Context: an optimization exercise on an open-source flow, tuned for small area. The choices shown serve that exercise and are no tape-out recipe.
Only simulation tests tie the RTL to the original design; equivalence was not proved.

[design/flow/standard.sh]
#!/bin/bash
# synth_recipe.tcl (not shown) runs the flow's synth.tcl, then flattens the netlist and writes it again
# the make line also repeats each setting of config.mk as NAME=value (left out here)
make -C /OpenROAD-flow-scripts/flow DESIGN_CONFIG=/design/flow/config.mk WORK_HOME=/design/flow/orfs CLKGATE_MAP_FILE= SYNTH_SCRIPT=/design/flow/synth_recipe.tcl "${@:-finish}"
[design/flow/constraint.sdc]
create_clock -name core_clock -period 9.0 [get_ports {clk_i}]
set_input_delay 1.8000 -clock core_clock [delete_from_list [all_inputs] [get_ports {clk_i}]]
set_output_delay 1.8000 -clock core_clock [all_outputs]
set_load 0.01 [all_outputs]
[design/flow/flow/run.sh]
#!/bin/bash
# Own layout flow:
#  1. the standard synthesis (standard.sh synth), unchanged;
#  2. the combinational logic between the registers is re-optimised and re-mapped
#     by ABC with an area script (flow/area.abc); every register instance, its
#     name and its cell are kept as the standard synthesis made them;
#  3. the standard ORFS layout (floorplan .. finish) on that netlist, with the
#     ports buffered by buf_1 cells and clock tree synthesis without dummy loads.
# Each tool writes its full output to a log file of its own in the work folder.
set -euo pipefail
WORK=$(pwd)
R=$WORK/orfs/results/$FLOW_PLATFORM/xbar_top/base
bash standard.sh synth > $WORK/log_1_standard_synth.log 2>&1
cp $R/1_2_yosys.v $WORK/std_1_2_yosys.v
YOSYS=$(command -v yosys || echo $FLOW_HOME/../tools/install/yosys/bin/yosys)
sed -e "s#@LIB@#$FLOW_HOME/platforms/sky130hd/lib/sky130_fd_sc_hd__tt_025C_1v80.lib#g" \
    -e "s#@IN@#$WORK/std_1_2_yosys.v#g" -e "s#@OUT@#$WORK/resyn_1_2_yosys.v#g" \
    -e "s#@ABC@#$WORK/flow/area.abc#g" flow/resyn.ys > $WORK/resyn.ys
$YOSYS -s $WORK/resyn.ys > $WORK/log_2_resyn.log 2>&1
cp $WORK/resyn_1_2_yosys.v $R/1_2_yosys.v
touch $R/1_2_yosys.v
export BUFFER_PORTS_ARGS="-buffer_cell sky130_fd_sc_hd__buf_1"
export CTS_ARGS="-sink_clustering_enable -repair_clock_nets -dont_use_dummy_load -buf_list sky130_fd_sc_hd__clkbuf_4 -root_buf sky130_fd_sc_hd__clkbuf_8 -sink_buffer_max_cap_derate 0.6"
bash standard.sh finish > $WORK/log_3_standard_finish.log 2>&1
[design/flow/design.v]
`default_nettype none
package xbar_pkg;
  localparam int N_CHAN  = 3;
  localparam int N_BANK  = 4;
  localparam int MAX_BUF = 8;   
  typedef logic [1:0]         chan_id_t;
  typedef logic [1:0]         bank_addr_t;
  typedef logic [2:0]         entry_id_t;
  typedef logic [MAX_BUF-1:0] entry_mask_t;   
  typedef logic [N_CHAN-1:0]  chan_mask_t;
  typedef logic [N_BANK-1:0]  bank_mask_t;
  typedef logic [2:0] xbar_req_t;
  typedef logic [5:0] bank_grant_t;
endpackage
`default_nettype wire
`timescale 1ns/10ps
`default_nettype none
module chan_entry_buffer
(
  input  logic        clk_i,
  input  logic        rstn_i,
  input  logic [2:0]  req_i,        
  input  logic [3:0]  gnt_i,        
  output logic        allow_o,
  input  logic [19:0] sel_i,        
  output logic [3:0]  want_o,
  output logic [19:0] mark_o,       
  output logic [4:0]  ge_o          
);
  localparam int NS = 5;
  localparam int NB = 4;
  function automatic logic [NS-1:0] dec(input logic [2:0] x);
    dec[0] = ~x[2] & ~x[1] & ~x[0];
    dec[1] = ~x[1] &  x[0];
    dec[2] =  x[1] & ~x[0];
    dec[3] =  x[1] &  x[0];
    dec[4] =  x[2];
  endfunction
  function automatic logic [2:0] inc(input logic [2:0] x);
    inc = {x[1] & x[0], x[1] ^ x[0], ~x[2] & ~x[0]};
  endfunction
  logic [2:0]    wr_q;
  logic [2:0]    rd_q;
  logic          full_q;
  logic [NS-1:0] pend_q;
  logic [1:0]    tag_q [NS];
  logic [NS-1:0] rdd, wrd, wsel, clr;
  logic [NS-1:0] sel [NB];
  logic          push, pop, empty;
  always_comb begin
    rdd = dec(rd_q);
    wrd = dec(wr_q);
  end
  logic [NS-1:0] ge;
  logic [NS-1:0] mark [NB];
  always_comb begin
    ge[0] = rdd[0];
    ge[1] = ~rd_q[2] & ~rd_q[1];
    ge[2] = ~rd_q[2] & ~(rd_q[1] & rd_q[0]);
    ge[3] = ~rd_q[2];
    ge[4] = 1'b1;
    for (int b = 0; b < NB; b++) begin
      for (int s = 0; s < NS; s++) mark[b][s] = pend_q[s] & (tag_q[s] == 2'(b));
      want_o[b] = |mark[b];
    end
  end
  always_comb begin
    for (int b = 0; b < NB; b++) begin
      mark_o[5*b +: 5] = mark[b];
      sel[b]           = sel_i[5*b +: 5];
    end
  end
  assign ge_o = ge;
  always_comb begin
    clr = '0;
    for (int b = 0; b < NB; b++) clr = clr | (sel[b] & {NS{gnt_i[b]}});
  end
  assign allow_o = ~full_q;
  assign push    = req_i[2] & ~full_q;
  assign empty   = ~|(rdd & wrd) | full_q ? 1'b0 : 1'b1;
  assign pop     = ~empty & ~|(pend_q & rdd);
  assign wsel    = wrd & {NS{push}};
  always_ff @(posedge clk_i or negedge rstn_i) begin
    if (!rstn_i) begin
      wr_q   <= '0;
      rd_q   <= '0;
      full_q <= 1'b0;
      pend_q <= '0;
    end else begin
      if (push) wr_q <= inc(wr_q);
      if (pop)  rd_q <= inc(rd_q);
      if (full_q) full_q <= ~pop;
      else        full_q <= push & ~pop & |({wrd[NS-2:0], wrd[NS-1]} & rdd);
      pend_q <= wsel | (pend_q & ~clr);
    end
  end
  always_ff @(posedge clk_i) begin
    for (int s = 0; s < NS; s++) begin
      if (!pend_q[s]) tag_q[s] <= req_i[1:0];
    end
  end
endmodule
`default_nettype wire
`timescale 1ns/10ps
`default_nettype none
module oldest_entry_pick
(
  input  logic [4:0] mark_i,     
  input  logic [4:0] ge_i,       
  output logic [4:0] sel_o,      
  output logic [2:0] id_o
);
  logic [4:0] hi, x;
  assign hi = mark_i & ge_i;
  assign x  = |hi ? hi : mark_i;
  always_comb begin
    sel_o[0] = x[0];
    sel_o[1] = x[1] & ~x[0];
    sel_o[2] = x[2] & ~|x[1:0];
    sel_o[3] = x[3] & ~|x[2:0];
    sel_o[4] = x[4] & ~|x[3:0];
  end
  assign id_o = {sel_o[4], sel_o[2] | sel_o[3], sel_o[1] | sel_o[3]};
endmodule
`default_nettype wire
`timescale 1ns/10ps
`default_nettype none
module bank_arbiter
(
  input  logic        clk_i,
  input  logic        rstn_i,
  input  logic [2:0]  want_i,
  input  logic [14:0] mark_i,     
  input  logic [14:0] ge_i,       
  output logic [2:0]  gnt_o,
  output logic [4:0]  sel_o,      
  output logic [5:0]  grant_o
);
  logic [1:0] last_q;     
  logic [1:0] last;
  logic [1:0] win;
  logic       any;
  logic [4:0] mark, ge;
  logic [2:0] id;
  assign any  = |want_i;
  assign last = last_q ^ 2'd2;
  always_comb begin
    case (last)
      2'd0:    win = want_i[1] ? 2'd1 : want_i[2] ? 2'd2 : 2'd0;
      2'd1:    win = want_i[2] ? 2'd2 : want_i[0] ? 2'd0 : 2'd1;
      default: win = want_i[0] ? 2'd0 : want_i[1] ? 2'd1 : 2'd2;
    endcase
    gnt_o = '0;
    if (any) gnt_o[win] = 1'b1;
    mark = '0;
    ge   = '0;
    for (int c = 0; c < 3; c++) begin
      mark = mark | (mark_i[5*c +: 5] & {5{gnt_o[c]}});
      ge   = ge   | (ge_i[5*c +: 5]   & {5{gnt_o[c]}});
    end
    ge[4] = 1'b1;    
  end
  oldest_entry_pick u_pick (
    .mark_i (mark),
    .ge_i   (ge),
    .sel_o  (sel_o),
    .id_o   (id)
  );
  assign grant_o = {any, gnt_o[2], gnt_o[1], id};
  always_ff @(posedge clk_i or negedge rstn_i) begin
    if (!rstn_i) last_q <= 2'd0;          
    else         last_q <= win ^ 2'd2;    
  end
endmodule
`default_nettype wire
`timescale 1ns/10ps
`default_nettype none
module xbar_top
#(
  parameter int BUFFER_SIZE = 5
) (
  input  logic        clk_i,
  input  logic        rstn_i,
  input  logic [8:0]  req_i,
  output logic [2:0]  allow_o,
  output logic [23:0] grant_o
);
  logic [3:0]  want [3];
  logic [19:0] mark [3];
  logic [4:0]  ge   [3];
  logic [2:0]  gnt  [4];
  logic [4:0]  sel  [4];
  for (genvar c = 0; c < 3; c++) begin : g_chan
    logic [3:0] g;
    for (genvar b = 0; b < 4; b++) begin : g_g
      assign g[b] = gnt[b][c];
    end
    chan_entry_buffer u_buf (
      .clk_i   (clk_i),
      .rstn_i  (rstn_i),
      .req_i   (req_i[3*c +: 3]),
      .gnt_i   (g),
      .sel_i   ({sel[3], sel[2], sel[1], sel[0]}),
      .allow_o (allow_o[c]),
      .want_o  (want[c]),
      .mark_o  (mark[c]),
      .ge_o    (ge[c])
    );
  end
  for (genvar b = 0; b < 4; b++) begin : g_bank
    bank_arbiter u_arb (
      .clk_i   (clk_i),
      .rstn_i  (rstn_i),
      .want_i  ({want[2][b], want[1][b], want[0][b]}),
      .mark_i  ({mark[2][5*b +: 5], mark[1][5*b +: 5], mark[0][5*b +: 5]}),
      .ge_i    ({ge[2], ge[1], ge[0]}),
      .gnt_o   (gnt[b]),
      .sel_o   (sel[b]),
      .grant_o (grant_o[6*b +: 6])
    );
  end
endmodule
`default_nettype wire
[design/flow/config.mk]
export PLATFORM = sky130hd
export DESIGN_NAME = xbar_top
export DESIGN_NICKNAME = xbar_top
export VERILOG_FILES = /design/flow/design.v
export SDC_FILE = /design/flow/constraint.sdc
export NUM_CORES = 4
export LEC_CHECK = 0
export CAP_MARGIN = 20
export CORE_MARGIN = 2
export CORE_UTILIZATION = 50
export SLEW_MARGIN = 20
export SYNTH_HIERARCHICAL = 1
export SYNTH_MINIMUM_KEEP_SIZE = 0
[design/flow/flow/area.abc]
strash
&get -n
&deepsyn -I 4 -J 50
&put
&get -n
&dch -f
&nf -a -R 1000
&put
[design/flow/flow/resyn.ys]
read_liberty -ignore_miss_func @LIB@
read_verilog @IN@
hierarchy -check -top xbar_top
setattr -mod -set keep_hierarchy 1 sky130_fd_sc_hd__df* sky130_fd_sc_hd__edf* sky130_fd_sc_hd__sdf* sky130_fd_sc_hd__dl*
flatten
opt_clean
tee -o pre_resyn_stat.txt stat -liberty @LIB@
techmap
opt -purge
abc -liberty @LIB@ -dont_use sky130_fd_sc_hd__probe_p_8 -dont_use sky130_fd_sc_hd__probec_p_8 -dont_use sky130_fd_sc_hd__lpflow_* -script @ABC@
opt_clean -purge
hilomap -singleton -hicell sky130_fd_sc_hd__conb_1 HI -locell sky130_fd_sc_hd__conb_1 LO
splitnets
opt_clean -purge
insbuf -buf sky130_fd_sc_hd__buf_4 A X
blackbox sky130_fd_sc_hd__*
tee -o post_resyn_stat.txt stat -liberty @LIB@

write_verilog -noattr -nohex -nodec @OUT@
==> results of run 1 <==
-- path summary, 6_finish.rpt --
kind                                             end  slack, ns
max                                      grant_o[14]       1.77
min                        g_bank[1].u_arb.last_q[1]       0.58
max reg2reg                g_chan[1].u_buf.pend_q[4]       3.61
min reg2reg                g_bank[1].u_arb.last_q[1]       0.58
max in group asynchronous    g_chan[2].u_buf.rd_q[1]       6.78
min in group asynchronous  g_bank[3].u_arb.last_q[0]       1.41
-- per-layer routing --
metal	wire [um]	up-vias	track usage, %
met3	2230	80	8.83
met2	8100	378	56.6
met1	7240	2428	50.1
met5	0	-	0
li1	-	2308	-
met4	959	0	19.6
-- cell type report --
type / count / area (sq um)
timing repair buffer: 41 / 168
fill: 862 / 4020
inverter: 43 / 161
sequential: 74 / 2000
multi-input combinational: 467 / 2610
clock buffer: 9 / 124
tap: 129 / 161
-- through the flow --
step | std cells | hold slack, ns | setup slack [ns]
2_1_floorplan | 584 | 0.509 | 3.37
3_3_place_gp | 753 | 0.527 | 2.42
3_5_place_dp | 754 | 0.561 | 2.37
4_1_cts | 763 | 0.579 | 1.98
5_1_grt | 763 | 0.603 | 1.12
6_report | 763 | 0.579 | 1.77
-- critical path, cell delays in order, from the launching register on --
cell                       delay, ns
sky130_fd_sc_hd__dfrtp_1        0.45
sky130_fd_sc_hd__clkinv_1       0.16
sky130_fd_sc_hd__nor3b_1        0.27
sky130_fd_sc_hd__nor4_1         0.12
sky130_fd_sc_hd__a21oi_1        0.20
sky130_fd_sc_hd__a21oi_1        0.14
sky130_fd_sc_hd__nor2_1         0.20
sky130_fd_sc_hd__nand2_1        0.23
sky130_fd_sc_hd__o21ai_0        0.35
sky130_fd_sc_hd__or2_0          0.49
sky130_fd_sc_hd__and2_0         0.44
sky130_fd_sc_hd__a22oi_1        0.15
sky130_fd_sc_hd__o31ai_1        0.13
sky130_fd_sc_hd__a21boi_0       0.19
sky130_fd_sc_hd__nand2_1        0.12
sky130_fd_sc_hd__nor2_1         0.07
sky130_fd_sc_hd__o22ai_1        0.36
sky130_fd_sc_hd__o21ai_0        0.30
sky130_fd_sc_hd__nor3_1         0.46
sky130_fd_sc_hd__buf_1          0.21
-- cells in the final DEF, fill, tap and decap left out, types with 4 or more instances in the layout --
cell type and count:
sky130_fd_sc_hd__nand4_1 5, sky130_fd_sc_hd__clkinv_1 43, sky130_fd_sc_hd__a221oi_1 12, sky130_fd_sc_hd__edfxtp_1 30, sky130_fd_sc_hd__dfrtp_1 44, sky130_fd_sc_hd__or3_1 12
sky130_fd_sc_hd__o21a_1 5, sky130_fd_sc_hd__a31oi_1 10, sky130_fd_sc_hd__a22o_1 4, sky130_fd_sc_hd__nand3_1 14, sky130_fd_sc_hd__buf_1 36, sky130_fd_sc_hd__o221ai_1 8
sky130_fd_sc_hd__o21ai_0 51, sky130_fd_sc_hd__and3_1 10, sky130_fd_sc_hd__o22ai_1 24, sky130_fd_sc_hd__nor3_1 28, sky130_fd_sc_hd__and2_0 6, sky130_fd_sc_hd__a22oi_1 8
sky130_fd_sc_hd__nor2b_1 9, sky130_fd_sc_hd__nand2b_1 12, sky130_fd_sc_hd__nor2_1 63, sky130_fd_sc_hd__a21oi_1 33, sky130_fd_sc_hd__nor4_1 7, sky130_fd_sc_hd__or2_0 7
sky130_fd_sc_hd__clkbuf_8 9, sky130_fd_sc_hd__nand3b_1 19, sky130_fd_sc_hd__nand2_1 80, sky130_fd_sc_hd__o211ai_1 4
-- sequential cells by signal, indices dropped and copies added, names as in the netlist --
register,flops
g_bank.u_arb.last_q,8
g_chan.u_buf.tag_q,30
g_chan.u_buf.wr_q,9
g_chan.u_buf.rd_q,9
g_chan.u_buf.pend_q,15
g_chan.u_buf.full_q,3
==> summary.txt, run 1 <==
- The tightest slew margin relative to the limit is 44.4%.
- The overall die area is 10300 sq um.
- The average routed wire per standard cell is 24.3 um.
- The number of instances resized during post-cts repair is 0.
- The routability-driven placement congestion ratio is 0.999.
- In the final layout, the share of cells above drive strength 1 is 2.21%.
- The endpoint arrival time on the critical path is 5.43 ns.
- The instance area after placement is 5100 sq um.
- The worst setup path is of the flip-flop to primary output kind.
- The maximum number of pins on one net before global-route repair is 27.
- The number of cells on the worst reg-to-reg path is 20.
- The number of nets still failing antenna checks after routing is 0.
- The worst-case clock skew is 0.0326 ns.
- Timing would allow up to 138 MHz.
- Summing every instance area after synthesis gives 4770 sq um.
- The final core area utilization is 56.5%.
- For this run the aggregate overflow at the end of global routing stands at 0.
- Counting along the longest clock path gives a buffer depth of 2.
- The wire length reported by the detailed router is 18500 um.
- Of the available clock period, the critical path in the final layout requires 80.3%.
- 0 antenna diodes ended up in the layout.
- The TritonCTS buffer count is 9.
- The final design instance area without fill is 5220 sq um.
- After technology mapping, the gate count stands at 584.
- The worst-skew pair later-pin latency is 0.37 ns.
- The via count of the first global-routing pass is 4932.
- Of all nets on the critical path, the largest fanout is 10.
- The top-level port count is 38.
- The clock period could shrink to 7.23 ns.
- The iteration count of the initial detailed-routing pass is 9.
- The synthesized area per cell is 8.17 sq um.
- The critical path starts at g_chan[1].u_buf.pend_q[0].
- Setup violations remaining at the end of the flow were counted as 0.
- The CTS tree is done.
- Buffers inserted to repair hold after CTS numbered 0.
- The routed via count is 5194.
- Once detailed placement completed, the half-perimeter wirelength came to 14600 um.
- In this run the post-CTS setup repair buffer count came out at 0.
- The x dimension of the die is 102 um.
- The clock net in this run drives a total of 74 sinks.
- The total count of max-transition violations in the final report was 0.
- In the final timing run, aggregate negative setup slack is 0 ns.
- After floorplanning, the core was divided into 35 placement rows.
- Max-cap violations in this run came to 0.
- The flow ran to the end and the layout has no timing, DRC or antenna violations.
- The starting density of the core is 51.6%.
- The total nets after synthesis is 595.
- The critical register-to-register path startpoint is g_chan[1].u_buf.pend_q[0].
- The die is 102 um tall.
- STA classifies the critical path endpoint as a primary output.
- The tree is rooted in a sky130_fd_sc_hd__clkbuf_8.
- The depth of the worst hold-timing path is 2.
- The number of I/O port buffers is 37.
- The number of DRC violations after detailed routing is 0.
- Setup repair after global routing left no endpoint under its margin.
- The initial antenna violation count is 0.
- The count of synthesis-stage warnings from yosys is 18.
- The H-tree was split into 3 levels.
- The wire length of the first global-routing pass is 28400 um.
- The start point of the worst hold path is g_bank[1].u_arb.last_q[1].
- Dividing the detail-routed via count by the number of cells gives 6.81.
- The startpoint type of the worst setup path is a flip-flop.
- The growth of design area from synthesis to finish is 9.49%.
- The count of endpoints failing hold in the final timing report was 0.
- The clock-pin slew reported for the worst setup and hold paths after clock tree synthesis is 0.09 ns.
- At the pin with the least slew margin, the transition time is 0.826 ns.
- The number of nets in the layout is 647.
- The core box area is 9240 sq um.
- The first routing iteration left 618 violations.
- STA puts the critical path data required time at 7.20 ns.
- The worst hold-check path type is flip-flop to flip-flop.
- The total routing resource utilization after global routing is 37.5%.
==> run 2: changes to the inputs <==
--- a/design/flow/flow/run.sh
+++ b/design/flow/flow/run.sh
@@ -22,3 +22,3 @@
 export BUFFER_PORTS_ARGS="-buffer_cell sky130_fd_sc_hd__buf_1"
-export CTS_ARGS="-sink_clustering_enable -repair_clock_nets -dont_use_dummy_load -buf_list sky130_fd_sc_hd__clkbuf_4 -root_buf sky130_fd_sc_hd__clkbuf_8 -sink_buffer_max_cap_derate 0.6"
+export CTS_ARGS="-sink_clustering_enable -repair_clock_nets -dont_use_dummy_load"
 bash standard.sh finish > $WORK/log_3_standard_finish.log 2>&1
==> summary.txt, run 2 <==
- In this run the clock root is driven by a sky130_fd_sc_hd__clkbuf_8.
- The clock-pin slew reported for the worst setup and hold paths after clock tree synthesis is 0.09 ns.
- Along the worst path, the maximum fanout reaches 10.
- The register with the most flip-flops in the layout has 30 of them.
- Dividing the detail-routed via count by the number of cells gives 6.81.
- The critical path class is flip-flop to primary output.
- The time the worst path needs with I/O delays and setup is 7.23 ns.
- The average routed wire per standard cell is 24.3 um.
- The HPWL after detailed placement is 14600 um.
- Compared with the post-synthesis result, the final layout area differs by 9.49%.
- STA puts the critical path data required time at 7.20 ns.
- The endpoint type of the worst setup path is a primary output.
- Counting flops per register, the top entry is g_chan.u_buf.tag_q.
- The count of synthesis-stage warnings from yosys is 18.
- The iteration count of the initial detailed-routing pass is 9.
- The final layout contains 647 nets.
- The run finished with no timing, DRC or antenna violations.
- The leading cell type in the layout, fill and taps excluded is sky130_fd_sc_hd__nand2_1.
- Routability-driven placement finished with a final weighted congestion of 0.999.
- The actual transition at the worst max-transition pin is 0.826 ns.
- The floorplan has 35 rows.
- The via count of the first global-routing pass was 4932.
- Cells fill 56.5% of the core in the end.
- The peak clock frequency supported by timing is 138 MHz.
- The endpoint arrival time on the critical path is 5.43 ns.
- The top-level port count is 38.
- After routing the design area is 5220 sq um.
- The fraction of final layout cells with drive strength greater than 1 is 2.21%.
- After detailed routing, the number of remaining DRC violations is 0.
- The number of nets in the synthesized netlist is 595.
- For this block, the initial DRC count from the detailed router was 618.
- The die extent in y is 102 um.
- Input and output buffers added on the ports amount to 37.
- The count of endpoints failing hold in the final timing report is 0.
- The post-synthesis cell count is 584.
- The cts-stage hold buffer count is 0.
- The worst-case clock skew is 0.0326 ns.
- The final critical-path share of the clock period is 80.3%.
- In this run the standard cell core region covers 9240 sq um.
- The min-delay analysis places its worst path in the category flip-flop to flip-flop.
- The starting density of the core is 51.6%.
- In this run, CTS created clock tree buffers numbering 9.
- The pre-CTS setup slack is 2.37 ns.
- Counting every sink on the clock net gives 74.
- The count of nets left with antenna violations once routing finished came out at 0.
- The maximum level of the CTS H-tree is 3.
- The floorplan step defined a die boundary enclosing 10300 sq um.
- The wire length reported by the detailed router is 18500 um.
- The wire length of the first global-routing pass is 28400 um.
- In the final timing run, aggregate negative setup slack is 0 ns.
- The worst-skew pair later-pin latency is 0.37 ns.
- Counting cells, the worst reg-to-reg path comes to 20.
- Summing over every cut layer, the via total after detailed routing is 5194.
- TritonCTS built the clock tree.
- Setup violations remaining at the end of the flow were counted as 0.
- Each instance of the synthesized netlist takes up on average 8.17 sq um.
- The top cell types in the final layout, fill and taps aside, are sky130_fd_sc_hd__nand2_1, sky130_fd_sc_hd__nor2_1, sky130_fd_sc_hd__o21ai_0.
- The instance area after placement is 5100 sq um.
- The initial antenna violation count came to 0.
- The maximum number of pins on one net before global-route repair is 27.
- The number of antenna diodes in the final layout is 0.
- The number of maximum-capacitance violations is 0.
- The number of post-CTS setup repair buffers is 0.
- The clock passes through at most 2 buffers.
- The cell area that synthesis handed to floorplanning was 4770 sq um.
- In the global route stage, overall resource usage came out at 37.5%.
- The startpoint type of the worst setup path is a flip-flop.
- The die is 102 um wide.
- For this run the aggregate overflow at the end of global routing stands at 0.
- Setup repair after global routing left no endpoint under its margin.
- The number of instances resized during post-cts repair is 0.
- The depth of the worst hold-timing path is 2.
- The total count of max-transition violations in the final report is 0.
- Across all setup checks in the final design, the least slack found is 1.77 ns.
- In the final layout, the registers with the most flip-flops are g_chan.u_buf.tag_q (30), g_chan.u_buf.pend_q (15).
- In this run the tightest slew margin relative to its limit is 44.4%.
==> run 2: area by class of cell <==
| cell class | instances | area [sq um] |
|---|---|---|
| fillers | 862 | 4020 |
| multi-input cells | 467 | 2610 |
| flip-flops and latches | 74 | 2000 |
| repair buffers | 41 | 168 |
| inverters | 43 | 161 |
| well taps | 129 | 161 |
| clock buffers | 9 | 124 |
==> run 2: per-layer routing <==
metal | up-vias | global-route usage, % | share of wire, %
met5 | - | 0 | 0
met4 | 0 | 19.6 | 5.2
met3 | 80 | 8.83 | 12
met2 | 378 | 56.6 | 44
met1 | 2428 | 50.1 | 39
li1 | 2308 | - | -
==> run 2: stage by stage <==
step                hold WS [ns]  cells
global placement           0.527    753
finish                     0.579    763
detailed placement         0.561    754
floorplan                  0.509    584
CTS                        0.579    763
global route               0.603    763
==> run 2: worst paths after layout <==
path	start	to	slack (ns)
max in group asynchronous	rstn_i	g_chan[2].u_buf.rd_q[1]	6.78
min in group asynchronous	rstn_i	g_bank[3].u_arb.last_q[0]	1.41
max	g_chan[1].u_buf.pend_q[0]	grant_o[14]	1.77
min	g_bank[1].u_arb.last_q[1]	g_bank[1].u_arb.last_q[1]	0.58
min reg2reg	g_bank[1].u_arb.last_q[1]	g_bank[1].u_arb.last_q[1]	0.58
max reg2reg	g_chan[1].u_buf.pend_q[0]	g_chan[1].u_buf.pend_q[4]	3.61
==> run 2: worst max-delay path, cell delays in order (launching register included) <==
cell,delay (ns)
sky130_fd_sc_hd__dfrtp_1,0.45
sky130_fd_sc_hd__clkinv_1,0.16
sky130_fd_sc_hd__nor3b_1,0.27
sky130_fd_sc_hd__nor4_1,0.12
sky130_fd_sc_hd__a21oi_1,0.20
sky130_fd_sc_hd__a21oi_1,0.14
sky130_fd_sc_hd__nor2_1,0.20
sky130_fd_sc_hd__nand2_1,0.23
sky130_fd_sc_hd__o21ai_0,0.35
sky130_fd_sc_hd__or2_0,0.49
sky130_fd_sc_hd__and2_0,0.44
sky130_fd_sc_hd__a22oi_1,0.15
sky130_fd_sc_hd__o31ai_1,0.13
sky130_fd_sc_hd__a21boi_0,0.19
sky130_fd_sc_hd__nand2_1,0.12
sky130_fd_sc_hd__nor2_1,0.07
sky130_fd_sc_hd__o22ai_1,0.36
sky130_fd_sc_hd__o21ai_0,0.30
sky130_fd_sc_hd__nor3_1,0.46
sky130_fd_sc_hd__buf_1,0.21
==> run 3: changes to the inputs <==
--- a/design/flow/flow/run.sh
+++ b/design/flow/flow/run.sh
@@ -22,3 +22,3 @@
 export BUFFER_PORTS_ARGS="-buffer_cell sky130_fd_sc_hd__buf_1"
-export CTS_ARGS="-sink_clustering_enable -repair_clock_nets -dont_use_dummy_load"
+export CTS_ARGS="-sink_clustering_enable -repair_clock_nets -dont_use_dummy_load -buf_list sky130_fd_sc_hd__clkbuf_16 -sink_clustering_size 30 -sink_clustering_max_diameter 300"
 bash standard.sh finish > $WORK/log_3_standard_finish.log 2>&1
==> summary.txt, run 3 <==
- The x dimension of the die is 102 um.
- The initial antenna violation count came to 0.
- In this run the mean area of a mapped cell was 8.17 sq um.
- After detailed routing, the number of remaining DRC violations is 0.
- The wire length reported by the detailed router is 18500 um.
- Clock tree synthesis inserted a total of 9 buffers.
- The number of nets still failing antenna checks after routing is 0.
- The number of buffers on the longest clock path is 2.
- The congestion estimate from routability-driven global placement came to 0.999.
- During synthesis, Yosys emitted a total of 18 warnings.
- The final critical-path share of the clock period is 81.0%.
- The leading cell type in the layout, fill and taps excluded is sky130_fd_sc_hd__nand2_1.
- The HPWL after detailed placement is 14600 um.
- The wire length of the first global-routing pass is 28200 um.
- The clock-pin slew reported for the worst setup and hold paths after clock tree synthesis is 0.06 ns.
- The via count of the first global-routing pass came to 4921.
- The total nets after synthesis is 595.
- For the final database, setup skew stands at 0.0212 ns.
- The top cell types in the final layout, fill and taps aside, are sky130_fd_sc_hd__nand2_1, sky130_fd_sc_hd__nor2_1, sky130_fd_sc_hd__o21ai_0.
- The total count of max-transition violations in the final report is 0.
- The overall die area is 10300 sq um.
- The register with the highest flop count is g_chan.u_buf.tag_q.
- The post-route netlist has 2.21% of its cells at a drive strength greater than 1.
- Static timing analysis puts the maximum clock frequency at 137 MHz.
- The die is 102 um tall.
- The cell sitting at the root of the clock tree is a sky130_fd_sc_hd__clkbuf_16.
- After routing the design area is 5330 sq um.
- At the pin with the least slew margin, the transition time is 0.890 ns.
- For the worst setup path, the data required time is 7.20 ns.
- Clock tree synthesis found a total of 74 sinks.
- The number of maximum-capacitance violations is 0.
- Relative to the synthesized area, the layout overhead comes to 11.6%.
- The setup TNS is 0 ns.
- Setup repair after global routing left no endpoint under its margin.
- The iteration count of the initial detailed-routing pass is 11.
- In the final routed layout, each cell accounts on average for 24.3 um.
- During I/O placement, the number of pins put on the boundary was 38.
- For this run the aggregate overflow at the end of global routing stands at 0.
- STA classifies the critical path startpoint as a flip-flop.
- For this run, the post-layout net count is 647.
- Of all nets on the critical path, the largest fanout is 10.
- The fill cell total of the finished layout is 850.
- The number of flip-flops in the largest register is 30.
- Once placement finished, the instance area stood at 5100 sq um.
- The post-synthesis cell count is 584.
- Entering global routing, the biggest net connects 27 pins.
- The critical path class is flip-flop to primary output.
- The flow ran to the end and the layout has no timing, DRC or antenna violations.
- Port buffering added 37 buffers.
- TritonCTS built the clock tree.
- The detailed router placed 5207 vias in this run.
- The number of vias per cell after detailed routing is 6.82.
- The floorplan has 35 rows.
- The tightest slew margin relative to the limit is 40.1%.
- The starting density of the core is 51.6%.
- Hold repair after CTS inserted 0 buffers.
- The endpoint type of the worst setup path is a primary output.
- The worst hold-check path type is flip-flop to flip-flop.
- The total inserted antenna cells is 0.
- The maximum level of the CTS H-tree is 3.
- At the end of the flow the core is filled with cells to 57.6%.
- Summing every instance area after synthesis gives 4770 sq um.
- The number of post-CTS setup repair buffers is 0.
- The largest registers in the layout are g_chan.u_buf.tag_q (30), g_chan.u_buf.pend_q (15).
- The core region is 9240 sq um.
- Setup violations remaining at the end of the flow were counted as 0.
- The worst-skew pair later-pin latency is 0.34 ns.
- The total routing resource utilization after global routing is 37.4%.
- The time the worst path needs with I/O delays and setup is 7.29 ns.
- The count of endpoints failing hold in the final timing report was 0.
- The number of instances resized during post-cts repair is 0.
- The number of violations reported at the end of detailed-routing iteration 0 is 609.
- The endpoint arrival time on the critical path is 5.49 ns.
==> run 3: worst max-delay path, cell delays in order, from the launching register on <==
cell                       delay [ns]
sky130_fd_sc_hd__dfrtp_1         0.43
sky130_fd_sc_hd__clkinv_1        0.16
sky130_fd_sc_hd__nor3b_1         0.29
sky130_fd_sc_hd__nor4_1          0.13
sky130_fd_sc_hd__a21oi_1         0.24
sky130_fd_sc_hd__a21oi_1         0.16
sky130_fd_sc_hd__nor2_1          0.21
sky130_fd_sc_hd__nand2_1         0.24
sky130_fd_sc_hd__o21ai_0         0.34
sky130_fd_sc_hd__or2_0           0.51
sky130_fd_sc_hd__and2_0          0.45
sky130_fd_sc_hd__a22oi_1         0.15
sky130_fd_sc_hd__o31ai_1         0.13
sky130_fd_sc_hd__a21boi_0        0.19
sky130_fd_sc_hd__nand2_1         0.12
sky130_fd_sc_hd__nor2_1          0.06
sky130_fd_sc_hd__o22ai_1         0.37
sky130_fd_sc_hd__o21ai_0         0.31
sky130_fd_sc_hd__nor3_1          0.45
sky130_fd_sc_hd__buf_1           0.21
==> run 3: path summary, 6_finish.rpt <==
| path | cells past startpoint | start | to | slack [ns] |
|---|---|---|---|---|
| setup / recovery | 19 | g_chan[1].u_buf.pend_q[0] | grant_o[14] | 1.71 |
| hold reg to reg | 2 | g_bank[0].u_arb.last_q[1] | g_bank[0].u_arb.last_q[1] | 0.57 |
| max in group asynchronous | 2 | rstn_i | g_chan[2].u_buf.rd_q[1] | 6.77 |
| setup reg to reg | 20 | g_chan[1].u_buf.pend_q[0] | g_chan[1].u_buf.pend_q[4] | 3.53 |
| hold / removal | 2 | g_bank[0].u_arb.last_q[1] | g_bank[0].u_arb.last_q[1] | 0.57 |
| min in group asynchronous | 1 | rstn_i | g_bank[3].u_arb.last_q[0] | 1.44 |
==> run 3: cell type report <==
class | instances | area, sq um | area share (%)
repair buffers | 41 | 168 | 3.15
clock buffers | 9 | 225 | 4.23
flip-flops and latches | 74 | 2000 | 37.6
inverters | 43 | 161 | 3.03
well taps | 129 | 161 | 3.03
multi-input cells | 467 | 2610 | 49.0
==> run 3: layer usage <==
layer / GRT usage, % / share of wire (%)
met1: 50.9 / 40
met2: 55.8 / 43
met3: 7.59 / 11
met4: 20.9 / 5.7
met5: 0 / 0
==> run 3: stage by stage <==
step	hold slack, ns	cells	setup slack [ns]
3_3_place_gp	0.527	753	2.42
5_1_grt	0.598	763	1.16
6_report	0.575	763	1.71
2_1_floorplan	0.509	584	3.37
4_1_cts	0.575	763	2.00
3_5_place_dp	0.561	754	2.37

## separate check: timing with driven ports
How much do the figures lean on ideal ports? The routed layouts below were timed once more, with nothing changed but the port constraints.
Step 1: set_driving_cell puts a clkbuf_16 on clk_i and a buf_2 on each other input, an assumption about the parent block.
Step 2 moves the port delays by t, midway between the first and last clock arrival at a register: inputs arrive t later, outputs are due t later. That takes back most of the time a late clock gives input paths.
Slacks: ideal ports / drivers / drivers and shift; pairs: ideal ports / drivers.
| run | t (ns) | setup WS [ns] | hold slack, ns | cell pins on the clock port's net |
|---|---|---|---|---|
| run 1 | 0.390 | 1.773 / 1.738 / 2.128 | 0.579 / 0.579 / 0.579 | 1 |
| run 2 | 0.390 | 1.773 / 1.738 / 2.128 | 0.579 / 0.579 / 0.579 | 1 |
| run 3 | 0.369 | 1.712 / 1.671 / 2.041 | 0.575 / 0.575 / 0.575 | 1 |
After both steps setup and hold are still met in every run listed.
